What follows belongs to an exercise in optimizing a design on an open flow for small area; a production flow would make more cautious choices. Only simulation tests tie the RTL to the original design; equivalence was not proved. Power and IR drop assume default switching activity.

==> config.mk <==
export PLATFORM = sky130hd
export DESIGN_NAME = cpu_top
export DESIGN_NICKNAME = cpu_top
export VERILOG_FILES = /design/flow/design.v
export SDC_FILE = /design/flow/constraint.sdc
export NUM_CORES = 4
export LEC_CHECK = 0
export CAP_MARGIN = 20
export CORE_MARGIN = 2
export CORE_UTILIZATION = 40
export SLEW_MARGIN = 20
==> constraint.sdc <==
create_clock -name core_clock -period 8.0 [get_ports {clk}]
set_input_delay 1.6000 -clock core_clock [delete_from_list [all_inputs] [get_ports {clk}]]
set_output_delay 1.6000 -clock core_clock [all_outputs]
set_load 0.01 [all_outputs]
==> design.v <==
`timescale 1ns/1ps
package cpu_pkg;
    typedef enum logic [4:0] {
        st_if  = 5'b00001,
        st_id  = 5'b00010,
        st_exe = 5'b00100,
        st_mem = 5'b01000,
        st_wb  = 5'b10000
    } cpu_state_e;
    typedef enum logic [5:0] {
        op_special = 6'b000000,
        op_j       = 6'b000010,
        op_jal     = 6'b000011,
        op_beq     = 6'b000100,
        op_bne     = 6'b000101,
        op_addiu   = 6'b001001,
        op_slti    = 6'b001010,
        op_sltiu   = 6'b001011,
        op_andi    = 6'b001100,
        op_ori     = 6'b001101,
        op_xori    = 6'b001110,
        op_lui     = 6'b001111,
        op_lw      = 6'b100011,
        op_sw      = 6'b101011
    } opcode_e;
    typedef enum logic [5:0] {
        fn_jr   = 6'b001000,
        fn_addu = 6'b100001,
        fn_subu = 6'b100011,
        fn_and  = 6'b100100,
        fn_or   = 6'b100101,
        fn_xor  = 6'b100110,
        fn_nor  = 6'b100111,
        fn_slt  = 6'b101010,
        fn_sltu = 6'b101011
    } funct_e;
    typedef enum logic [2:0] {
        alu_and  = 3'b000,
        alu_or   = 3'b001,
        alu_add  = 3'b010,
        alu_sltu = 3'b011,
        alu_xor  = 3'b100,
        alu_nor  = 3'b101,
        alu_sub  = 3'b110,
        alu_slt  = 3'b111
    } alu_op_e;
    typedef enum logic [2:0] {
        cls_nop,
        cls_alu,
        cls_branch,
        cls_jump,
        cls_load,
        cls_store
    } instr_class_e;
    typedef struct packed {
        instr_class_e              cls;
        alu_op_e                   alu_op;
        logic                      use_imm;
        logic                      zero_ext;
        logic                      is_lui;
        logic                      is_bne;
        logic                      link;
        logic                      jreg;
        logic [5-1:0]   rd;
        logic [15:0]               imm;
        logic [25:0]               jidx;
    } decode_ctrl_t;
    typedef struct packed {
        logic [32-1:0] rs_val;
        logic [32-1:0] rt_val;
    } operands_t;
    typedef struct packed {
        logic [32-1:0]    value;       
        logic [32-1:0]    store_data;
        logic [5-1:0] rd;
        logic                    wen;
        logic                    load;
        logic                    store;
    } exec_result_t;
    typedef struct packed {
        logic [32-1:0] pc;
    } imem_port_t;
    typedef struct packed {
        logic [32-1:0] addr;
        logic [32-1:0] wdata;
        logic                 write;
        logic                 read;
    } dmem_req_t;
endpackage
`timescale 1ns/1ps
module reg_file (
    input  logic                    clk,
    input  logic [5-1:0] raddr1,
    input  logic [5-1:0] raddr2,
    output cpu_pkg::operands_t               rdata,
    input  logic                    wen,
    input  logic [5-1:0] waddr,
    input  logic [32-1:0]    wdata
);
    logic [32-1:0] regs [32];
    always_ff @(posedge clk) begin
        if (wen && waddr != '0) begin
            regs[waddr] <= wdata;
        end
    end
    assign rdata.rs_val = (raddr1 == '0) ? '0 : regs[raddr1];
    assign rdata.rt_val = (raddr2 == '0) ? '0 : regs[raddr2];
endmodule
`timescale 1ns/1ps
module alu (
    input  logic [32-1:0] a,
    input  logic [32-1:0] b,
    input  cpu_pkg::alu_op_e              op,
    output logic [32-1:0] result,
    output logic                 zero
);
    logic lt_signed;
    logic lt_unsigned;
    assign lt_signed   = $signed(a) < $signed(b);
    assign lt_unsigned = a < b;
    always_comb begin
        case (op)
            cpu_pkg::alu_and:  result = a & b;
            cpu_pkg::alu_or:   result = a | b;
            cpu_pkg::alu_add:  result = a + b;
            cpu_pkg::alu_sub:  result = a - b;
            cpu_pkg::alu_xor:  result = a ^ b;
            cpu_pkg::alu_nor:  result = ~(a | b);
            cpu_pkg::alu_slt:  result = {{(32-1){1'b0}}, lt_signed};
            cpu_pkg::alu_sltu: result = {{(32-1){1'b0}}, lt_unsigned};
            default:  result = a + b;
        endcase
    end
    assign zero = (result == '0);    
endmodule
`timescale 1ns/1ps
module cpu_fsm (
    input  logic         clk,
    input  logic         rst,
    input  cpu_pkg::decode_ctrl_t ctrl,
    output cpu_pkg::cpu_state_e   state
);
    cpu_pkg::cpu_state_e   next_state;
    cpu_pkg::instr_class_e cls_q;
    logic         link_q;
    always_ff @(posedge clk) begin
        if (rst) begin
            state  <= cpu_pkg::st_if;
            cls_q  <= cpu_pkg::cls_nop;
            link_q <= 1'b0;
        end else begin
            state <= next_state;
            if (state == cpu_pkg::st_id) begin
                cls_q  <= ctrl.cls;
                link_q <= ctrl.link;
            end
        end
    end
    always_comb begin
        case (state)
            cpu_pkg::st_if:  next_state = cpu_pkg::st_id;
            cpu_pkg::st_id:  next_state = (ctrl.cls == cpu_pkg::cls_nop) ? cpu_pkg::st_if : cpu_pkg::st_exe;
            cpu_pkg::st_exe: begin
                case (cls_q)
                    cpu_pkg::cls_alu:              next_state = cpu_pkg::st_wb;
                    cpu_pkg::cls_jump:             next_state = link_q ? cpu_pkg::st_wb : cpu_pkg::st_if;
                    cpu_pkg::cls_load, cpu_pkg::cls_store:  next_state = cpu_pkg::st_mem;
                    default:              next_state = cpu_pkg::st_if;    
                endcase
            end
            cpu_pkg::st_mem: next_state = (cls_q == cpu_pkg::cls_load) ? cpu_pkg::st_wb : cpu_pkg::st_if;
            default: next_state = cpu_pkg::st_if;
        endcase
    end
endmodule
`timescale 1ns/1ps
module fetch_unit (
    input  logic                 clk,
    input  logic                 rst,
    input  cpu_pkg::cpu_state_e           state,
    input  logic [32-1:0] instruction,
    input  logic                 redirect,
    input  logic [32-1:0] target,
    output cpu_pkg::imem_port_t           imem,
    output logic [32-1:0] instr,
    output logic [32-1:0] pc_plus
);
    logic [32-1:0] pc;
    always_ff @(posedge clk) begin
        if (rst) begin
            pc <= 32'h0000_0000;
        end else if (state == cpu_pkg::st_if) begin
            pc <= pc + 32'd4;
        end else if (state == cpu_pkg::st_exe && redirect) begin
            pc <= target;
        end
    end
    always_ff @(posedge clk) begin
        if (state == cpu_pkg::st_if) begin
            instr <= instruction;
        end
    end
    assign imem.pc = pc;
    assign pc_plus = pc;    
endmodule
`timescale 1ns/1ps
module decoder (
    input  logic [32-1:0]    instr,
    output logic [5-1:0] raddr1,
    output logic [5-1:0] raddr2,
    output cpu_pkg::decode_ctrl_t            ctrl
);
    cpu_pkg::opcode_e                 opcode;
    cpu_pkg::funct_e                  funct;
    logic [5-1:0] rt;
    logic [5-1:0] rd;
    cpu_pkg::alu_op_e                 r_op;
    cpu_pkg::alu_op_e                 i_op;
    logic                    r_valid;
    logic                    is_jr;
    assign opcode = cpu_pkg::opcode_e'(instr[31:26]);
    assign funct  = cpu_pkg::funct_e'(instr[5:0]);
    assign raddr1 = instr[25:21];
    assign rt     = instr[20:16];
    assign rd     = instr[15:11];
    assign raddr2 = rt;
    assign is_jr  = (funct == cpu_pkg::fn_jr);
    always_comb begin
        r_valid = 1'b1;
        case (funct)
            cpu_pkg::fn_addu: r_op = cpu_pkg::alu_add;
            cpu_pkg::fn_subu: r_op = cpu_pkg::alu_sub;
            cpu_pkg::fn_and:  r_op = cpu_pkg::alu_and;
            cpu_pkg::fn_or:   r_op = cpu_pkg::alu_or;
            cpu_pkg::fn_xor:  r_op = cpu_pkg::alu_xor;
            cpu_pkg::fn_nor:  r_op = cpu_pkg::alu_nor;
            cpu_pkg::fn_slt:  r_op = cpu_pkg::alu_slt;
            cpu_pkg::fn_sltu: r_op = cpu_pkg::alu_sltu;
            default: begin
                r_op    = cpu_pkg::alu_add;
                r_valid = 1'b0;    
            end
        endcase
    end
    always_comb begin
        case (opcode)
            cpu_pkg::op_slti:        i_op = cpu_pkg::alu_slt;
            cpu_pkg::op_sltiu:       i_op = cpu_pkg::alu_sltu;
            cpu_pkg::op_andi:        i_op = cpu_pkg::alu_and;
            cpu_pkg::op_ori:         i_op = cpu_pkg::alu_or;
            cpu_pkg::op_xori:        i_op = cpu_pkg::alu_xor;
            cpu_pkg::op_beq, cpu_pkg::op_bne: i_op = cpu_pkg::alu_sub;
            default:        i_op = cpu_pkg::alu_add;    
        endcase
    end
    always_comb begin
        ctrl.cls      = cpu_pkg::cls_nop;
        ctrl.alu_op   = i_op;
        ctrl.use_imm  = 1'b0;
        ctrl.zero_ext = (opcode == cpu_pkg::op_andi) || (opcode == cpu_pkg::op_ori) || (opcode == cpu_pkg::op_xori);
        ctrl.is_lui   = (opcode == cpu_pkg::op_lui);
        ctrl.is_bne   = (opcode == cpu_pkg::op_bne);
        ctrl.link     = (opcode == cpu_pkg::op_jal);
        ctrl.jreg     = 1'b0;
        ctrl.rd       = rt;
        ctrl.imm      = instr[15:0];
        ctrl.jidx     = instr[25:0];
        case (opcode)
            cpu_pkg::op_special: begin
                ctrl.alu_op = r_op;
                ctrl.rd     = rd;
                ctrl.jreg   = is_jr;
                if (r_valid) begin
                    ctrl.cls = cpu_pkg::cls_alu;
                end else if (is_jr) begin
                    ctrl.cls = cpu_pkg::cls_jump;
                end
            end
            cpu_pkg::op_addiu, cpu_pkg::op_slti, cpu_pkg::op_sltiu, cpu_pkg::op_andi, cpu_pkg::op_ori, cpu_pkg::op_xori, cpu_pkg::op_lui: begin
                ctrl.cls     = cpu_pkg::cls_alu;
                ctrl.use_imm = 1'b1;
            end
            cpu_pkg::op_beq, cpu_pkg::op_bne: ctrl.cls = cpu_pkg::cls_branch;
            cpu_pkg::op_j:           ctrl.cls = cpu_pkg::cls_jump;
            cpu_pkg::op_jal: begin
                ctrl.cls = cpu_pkg::cls_jump;
                ctrl.rd  = 5'(31);
            end
            cpu_pkg::op_lw: begin
                ctrl.cls     = cpu_pkg::cls_load;
                ctrl.use_imm = 1'b1;
            end
            cpu_pkg::op_sw: begin
                ctrl.cls     = cpu_pkg::cls_store;
                ctrl.use_imm = 1'b1;
            end
            default: ctrl.cls = cpu_pkg::cls_nop;
        endcase
    end
endmodule
`timescale 1ns/1ps
module exec_stage (
    input  logic                 clk,
    input  cpu_pkg::cpu_state_e           state,
    input  cpu_pkg::decode_ctrl_t         ctrl,
    input  cpu_pkg::operands_t            ops,
    input  logic [32-1:0] pc_plus,
    output logic                 redirect,
    output logic [32-1:0] target,
    output cpu_pkg::exec_result_t         result
);
    cpu_pkg::decode_ctrl_t         ctrl_q;
    cpu_pkg::operands_t            ops_q;
    logic [32-1:0] imm_ext;
    logic [32-1:0] alu_b;
    logic [32-1:0] alu_res;
    logic [32-1:0] lui_val;
    logic [32-1:0] br_target;
    logic [32-1:0] jump_target;
    logic                 alu_zero;
    logic                 taken;
    always_ff @(posedge clk) begin
        if (state == cpu_pkg::st_id) begin
            ctrl_q <= ctrl;
            ops_q  <= ops;
        end
    end
    assign imm_ext = ctrl_q.zero_ext ? {{(32-16){1'b0}}, ctrl_q.imm}
                                     : {{(32-16){ctrl_q.imm[15]}}, ctrl_q.imm};
    assign alu_b   = ctrl_q.use_imm ? imm_ext : ops_q.rt_val;
    assign lui_val = {ctrl_q.imm, {(32-16){1'b0}}};
    alu u_alu (
        .a      (ops_q.rs_val),
        .b      (alu_b),
        .op     (ctrl_q.alu_op),
        .result (alu_res),
        .zero   (alu_zero)
    );
    assign taken       = (ctrl_q.cls == cpu_pkg::cls_branch) && (alu_zero != ctrl_q.is_bne);
    assign br_target   = pc_plus + {imm_ext[32-3:0], 2'b00};
    assign jump_target = {pc_plus[32-1:28], ctrl_q.jidx, 2'b00};
    assign redirect = (state == cpu_pkg::st_exe) && (taken || ctrl_q.cls == cpu_pkg::cls_jump);
    assign target   = ctrl_q.jreg ? ops_q.rs_val :
                      (ctrl_q.cls == cpu_pkg::cls_jump) ? jump_target : br_target;
    always_ff @(posedge clk) begin
        if (state == cpu_pkg::st_exe) begin
            result.value      <= ctrl_q.link ? pc_plus : (ctrl_q.is_lui ? lui_val : alu_res);
            result.store_data <= ops_q.rt_val;
            result.rd         <= ctrl_q.rd;
            result.wen        <= (ctrl_q.cls == cpu_pkg::cls_alu) || (ctrl_q.cls == cpu_pkg::cls_load) ||
                                 ctrl_q.link;
            result.load       <= (ctrl_q.cls == cpu_pkg::cls_load);
            result.store      <= (ctrl_q.cls == cpu_pkg::cls_store);
        end
    end
endmodule
`timescale 1ns/1ps
module mem_wb_stage (
    input  logic                    clk,
    input  cpu_pkg::cpu_state_e              state,
    input  cpu_pkg::exec_result_t            result,
    output cpu_pkg::dmem_req_t               dmem,
    input  logic [32-1:0]    read_data,
    output logic                    wen,
    output logic [5-1:0] waddr,
    output logic [32-1:0]    wdata
);
    logic [32-1:0] load_q;
    assign dmem.addr  = {result.value[32-1:2], 2'b00};
    assign dmem.wdata = result.store_data;
    assign dmem.write = (state == cpu_pkg::st_mem) && result.store;
    assign dmem.read  = (state == cpu_pkg::st_mem) && result.load;
    always_ff @(posedge clk) begin
        if (dmem.read) begin
            load_q <= read_data;    
        end
    end
    assign wen   = (state == cpu_pkg::st_wb) && result.wen;
    assign waddr = result.rd;
    assign wdata = result.load ? load_q : result.value;
endmodule
`timescale 1ns/1ps
module simple_cpu (
    input  logic                 clk,
    input  logic                 rst,
    output cpu_pkg::imem_port_t           imem,
    input  logic [32-1:0] instruction,
    output cpu_pkg::dmem_req_t            dmem,
    input  logic [32-1:0] read_data
);
    cpu_pkg::cpu_state_e              state;
    cpu_pkg::decode_ctrl_t            ctrl;
    cpu_pkg::operands_t               ops;
    cpu_pkg::exec_result_t            ex_result;
    logic [32-1:0]    instr;
    logic [32-1:0]    pc_plus;
    logic [32-1:0]    target;
    logic                    redirect;
    logic [5-1:0] raddr1;
    logic [5-1:0] raddr2;
    logic                    rf_wen;
    logic [5-1:0] rf_waddr;
    logic [32-1:0]    rf_wdata;
    cpu_fsm u_fsm (
        .clk   (clk),
        .rst   (rst),
        .ctrl  (ctrl),
        .state (state)
    );
    fetch_unit u_fetch (
        .clk         (clk),
        .rst         (rst),
        .state       (state),
        .instruction (instruction),
        .redirect    (redirect),
        .target      (target),
        .imem        (imem),
        .instr       (instr),
        .pc_plus     (pc_plus)
    );
    decoder u_dec (
        .instr  (instr),
        .raddr1 (raddr1),
        .raddr2 (raddr2),
        .ctrl   (ctrl)
    );
    reg_file u_rf (
        .clk    (clk),
        .raddr1 (raddr1),
        .raddr2 (raddr2),
        .rdata  (ops),
        .wen    (rf_wen),
        .waddr  (rf_waddr),
        .wdata  (rf_wdata)
    );
    exec_stage u_exec (
        .clk      (clk),
        .state    (state),
        .ctrl     (ctrl),
        .ops      (ops),
        .pc_plus  (pc_plus),
        .redirect (redirect),
        .target   (target),
        .result   (ex_result)
    );
    mem_wb_stage u_mem_wb (
        .clk       (clk),
        .state     (state),
        .result    (ex_result),
        .dmem      (dmem),
        .read_data (read_data),
        .wen       (rf_wen),
        .waddr     (rf_waddr),
        .wdata     (rf_wdata)
    );
endmodule
`timescale 1ns/1ps
module cpu_top (
    input  logic                 clk,
    input  logic                 rst,
    output logic [32-1:0] imem_pc,
    input  logic [32-1:0] instruction,
    output logic [32-1:0] dmem_addr,
    output logic [32-1:0] dmem_wdata,
    output logic                 dmem_write,
    output logic                 dmem_read,
    input  logic [32-1:0] read_data
);
    cpu_pkg::imem_port_t imem;
    cpu_pkg::dmem_req_t  dmem;
    simple_cpu u_cpu (
        .clk         (clk),
        .rst         (rst),
        .imem        (imem),
        .instruction (instruction),
        .dmem        (dmem),
        .read_data   (read_data)
    );
    assign imem_pc    = imem.pc;
    assign dmem_addr  = dmem.addr;
    assign dmem_wdata = dmem.wdata;
    assign dmem_write = dmem.write;
    assign dmem_read  = dmem.read;
endmodule
==> run.sh <==
#!/bin/bash
# synth_recipe.tcl (not shown) runs the flow's synth.tcl, then flattens the netlist and writes it again
# the make line also repeats each setting of config.mk as NAME=value (left out here)
make -C /OpenROAD-flow-scripts/flow DESIGN_CONFIG=/design/flow/config.mk WORK_HOME=/design/flow/orfs CLKGATE_MAP_FILE= SYNTH_SCRIPT=/design/flow/synth_recipe.tcl finish
==> run notes <==
cell type report:
type | instances | area (µm²)
fill | 14400 | 91100
timing repair buffer | 264 | 2520
inverter | 134 | 509
clock inverter | 82 | 830
tap | 2204 | 2760
multi-input combinational | 2591 | 26800
antenna | 3 | 7.51
clock buffer | 181 | 3840
sequential | 1308 | 38900
worst max-delay path, delay by kind of cell, from the launching register on:
kind	cells	cell delay, ns
DFF	1	0.37
xor gates and xnor gates	1	0.13
buffers and inverters	2	0.33
and+or+nand+nor	5	2.07
adders and majority gates	1	0.67
AOI/OAI and AO/OA	8	2.27
muxes	2	0.77
registers in the layout, summed over array words and instances, names as in the netlist:
name and flops:
u_cpu.u_rf.regs 1024, u_cpu.u_exec.result 72, u_cpu.u_exec.ops_q 64, u_cpu.u_exec.ctrl_q 43
u_cpu.u_fetch.instr 32, u_cpu.u_fetch.pc 32, u_cpu.u_mem_wb.load_q 32, u_cpu.u_fsm.state 5
u_cpu.u_fsm.cls_q 3, u_cpu.u_fsm.link_q 1
worst max-delay path by stage:
| stage | from | to | slack, ns |
|---|---|---|---|
| 6_report | u_cpu.u_exec.ctrl_q[51]$_DFFE_PP_ | u_cpu.u_fetch.pc[23]$_SDFFE_PP0P_ | 1.28 |
| 5_1_grt | u_cpu.u_exec.ctrl_q[51]$_DFFE_PP_ | u_cpu.u_fetch.pc[23]$_SDFFE_PP0P_ | 0.79 |
| 4_1_cts | u_cpu.u_exec.ctrl_q[51]$_DFFE_PP_ | u_cpu.u_fetch.pc[23]$_SDFFE_PP0P_ | 1.44 |
| 3_5_place_dp | u_cpu.u_exec.ctrl_q[51]$_DFFE_PP_ | u_cpu.u_fetch.pc[23]$_SDFFE_PP0P_ | 1.43 |
| 3_3_place_gp | u_cpu.u_exec.ctrl_q[51]$_DFFE_PP_ | u_cpu.u_fetch.pc[15]$_SDFFE_PP0P_ | 1.54 |
| 2_1_floorplan | u_cpu.u_exec.ctrl_q[41]$_DFFE_PP_ | u_cpu.u_fetch.pc[29]$_SDFFE_PP0P_ | 2.09 |
per-layer routing:
metal	global-route usage	part of all wire
met4	0.127	0.052
met5	0	0
met2	0.431	0.47
met1	0.368	0.39
met3	0.0489	0.087
cells by family (layout without fill, tap and decap cells):
| family | after synthesis | count (layout) | share of synthesized area |
|---|---|---|---|
| flip-flops | 1308 | 1308 | 0.577 |
| XOR/XNOR | 63 | 63 | 0.00819 |
| buffers and inverters | 497 | 661 | 0.0320 |
| multiplexers | 814 | 814 | 0.222 |
| AND/OR/NAND/NOR | 738 | 738 | 0.0532 |
| AO/OA/AOI/OAI | 794 | 794 | 0.0803 |
| other | 1 | 37 | 0.0000556 |
| adder cells (fa/ha/maj) | 148 | 148 | 0.0278 |
power by group through the flow:
stage,Combinational [mW],Sequential [mW],Clock [mW]
after floorplan,2.39,7.77,0
after global placement,3.52,7.87,0
after detailed placement,3.50,7.87,0
after CTS,3.52,7.73,6.71
after global routing,3.74,7.73,6.98
final,3.57,7.73,6.62
cells in the final DEF (no fill, tap or decap), types with 58 or more instances in the layout:
| cell type | count |
|---|---|
| a211oi_1 | 58 |
| a21oi_1 | 195 |
| buf_4 | 92 |
| clkbuf_16 | 148 |
| clkdlybuf4s50_1 | 161 |
| edfxtp_1 | 1267 |
| ha_1 | 145 |
| inv_1 | 126 |
| mux2_2 | 82 |
| mux2i_1 | 192 |
| mux4_2 | 534 |
| nand2_1 | 151 |
| nor2_1 | 225 |
| nor3_1 | 64 |
| o21ai_0 | 109 |
per-stage QoR:
step | setup slack (ns) | hold WS [ns] | area (µm²) | util | power, mW
after floorplan | 2.09 | 0.400 | 67500 | - | 10.2
after global placement | 1.54 | 0.404 | 71400 | 0.427 | 11.4
after detailed placement | 1.43 | 0.407 | 71400 | 0.427 | 11.4
after CTS | 1.44 | 0.421 | 76100 | 0.455 | 17.9
after global routing | 0.789 | 0.427 | 76100 | 0.455 | 18.4
final | 1.28 | 0.419 | 76100 | 0.455 | 17.9
==> flow_metrics.env <==
export IMPL_outcome="no timing/DRC/antenna violations"
export IMPL_fin_setup_tns_ns=0
export IMPL_firstDrtPassIters=5
export IMPL_yosysTopAreaCell="edfxtp_1"
export IMPL_antenna_found_initial=9
export IMPL_cts_root_buf="clkbuf_16"
export IMPL_port_buffers=161
export IMPL_holdPathStages=0
export IMPL_clockPowerShare=0.370
export IMPL_cp_max_fo=19
export IMPL_cts_buffers=147
export IMPL_drv_slew=0
export IMPL_gp_congestion=0.998
export IMPL_max_cap_violations=0
export IMPL_swShare=0.284
export IMPL_critPathArrivalTime_ns=7.42
export IMPL_fp_dieW_um=415
export IMPL_endpoint_kind="flop"
export IMPL_clk_latency_ns=0.80
export IMPL_timing_fmax_mhz=149
export IMPL_synthesis_area_mm2=0.0674
export IMPL_ir_worst_vdd_mv=0.190
export IMPL_slew_headroom=0.190
export IMPL_grt_max_degree=112
export IMPL_finalNetCount=4660
export IMPL_grt_use_total=0.273
export IMPL_rsz0062_at_grt="false"
export IMPL_fp_row_count=150
export IMPL_boundaryPins=164
export IMPL_die_y_um=415
export IMPL_worst_r2r_path_depth=19
export IMPL_cts_setup_buffers=0
export IMPL_worstReg2RegEnd="u_cpu.u_fetch.pc[23]$_SDFFE_PP0P_"
export IMPL_dp_cells=6501
export IMPL_hold_class="flop to flop"
export IMPL_period_share=0.840
export IMPL_combPwrFrac=0.199
export IMPL_min_period_ns=6.72
export IMPL_synth_top_area_share=0.564
export IMPL_min_from="u_cpu.u_exec.ctrl_q[43]$_DFFE_PP_"
export IMPL_crit_path_top_delay_cell="ha_1"
export IMPL_yosysMostFrequentCell="edfxtp_1"
export IMPL_crit_required_ns=8.69
export IMPL_area_growth_pct=12.9
export IMPL_cts_max_path_buffers=3
export IMPL_critPathKind="flop to flop"
export IMPL_p_sw_mw=5.10
export IMPL_synth_async_reset_ratio=0
export IMPL_cts_max_level=4
export IMPL_setup_viol=0
export IMPL_reg2reg_slack_ns=1.28
export IMPL_seq_power_share=0.431
export IMPL_drc=0
export IMPL_ant_nets=0
export IMPL_grt_pass1_wl_um=332000
export IMPL_drtIter0Drc=5932
export IMPL_synth_seq_cells=1308
export IMPL_p_per_area_mw_per_mm2=235
export IMPL_initial_core_util=0.403
export IMPL_layout_cells_non_filler=6767
export IMPL_postSynthCellCount=4363
export IMPL_grt_pass1_vias=42500
export IMPL_postCtsHoldBufs=0
export IMPL_synth_seq_area_share=0.577
export IMPL_dpl_hpwl_um=147000
export IMPL_wl_per_cell_um=35.4
export IMPL_dieArea_mm2=0.172
export IMPL_p_leak_nw=25.1
export IMPL_avgViaCountPerCell=6.49
export IMPL_cts_sinks=1308
export IMPL_synth_cell_types=103
export IMPL_vias=43900
export IMPL_yosys_top_cells_area="edfxtp_1, mux4_2, mux2i_1, ha_1, a21oi_1"
export IMPL_avgSynthCellArea_um2=15.4
export IMPL_crit_chain="nor2b_1, and2_1, a21o_1, inv_1, ha_1, inv_1, a21oi_1, o21ai_0, a221o_1, a31o_2, xnor2_1, a221oi_1, o21ai_0, or4_4, nor4_4, mux2i_2, and2_2, mux2_1, a311oi_1"
export IMPL_slowest_delay_ns=0.67
export IMPL_min_to="u_cpu.u_exec.result[4]$_DFFE_PP_"
export IMPL_post_cts_resized=0
export IMPL_tightest_slew_ns=1.21
export IMPL_p_int_mw=12.8
export IMPL_cp_start_kind="flop"
export IMPL_synth_warnings=7
export IMPL_wirelength_um=240000
export IMPL_coreArea_mm2=0.167
export IMPL_cts_tree="yes"
export IMPL_drive_gt1_frac=0.218
export IMPL_hold_viol_final=0
export IMPL_grt_ovfl_total=0
export IMPL_r2r_start="u_cpu.u_exec.ctrl_q[51]$_DFFE_PP_"
export IMPL_clk_pin_slew_worst_paths_ns=0.06
export IMPL_synth_edf_count=1267
export IMPL_yosys_top_cells_count="edfxtp_1, mux4_2, nor2_1"
export IMPL_synth_main_ff_cell="edfxtp_1"
export IMPL_fin_skew_ns=0.0493

==> static timing again, ports no longer ideal <==
How much do the figures lean on ideal ports? The routed layout below was timed once more, with nothing changed but the port constraints. Step 1: set_driving_cell puts a clkbuf_16 on clk and a buf_2 on each other input, an assumption about the parent block. Step 2 times the ports against the registers' clock, not the clock port: input delays grow and output delays shrink by t, the midpoint of the rising clock arrivals with the driver on. Slacks: ideal ports / drivers / drivers and shift; pairs: ideal ports / drivers.
t, ns: 0.861
setup slack, ns: 1.278 / 1.278 / 1.278
worst hold slack (ns): 0.419 / 0.419 / 0.419
latest minus earliest clock arrival (ns): 0.051 / 0.051
After both steps this run still meets setup and hold. The setup slack of this run moves by 0.000 ns with the drivers and by 0.000 ns with both steps.
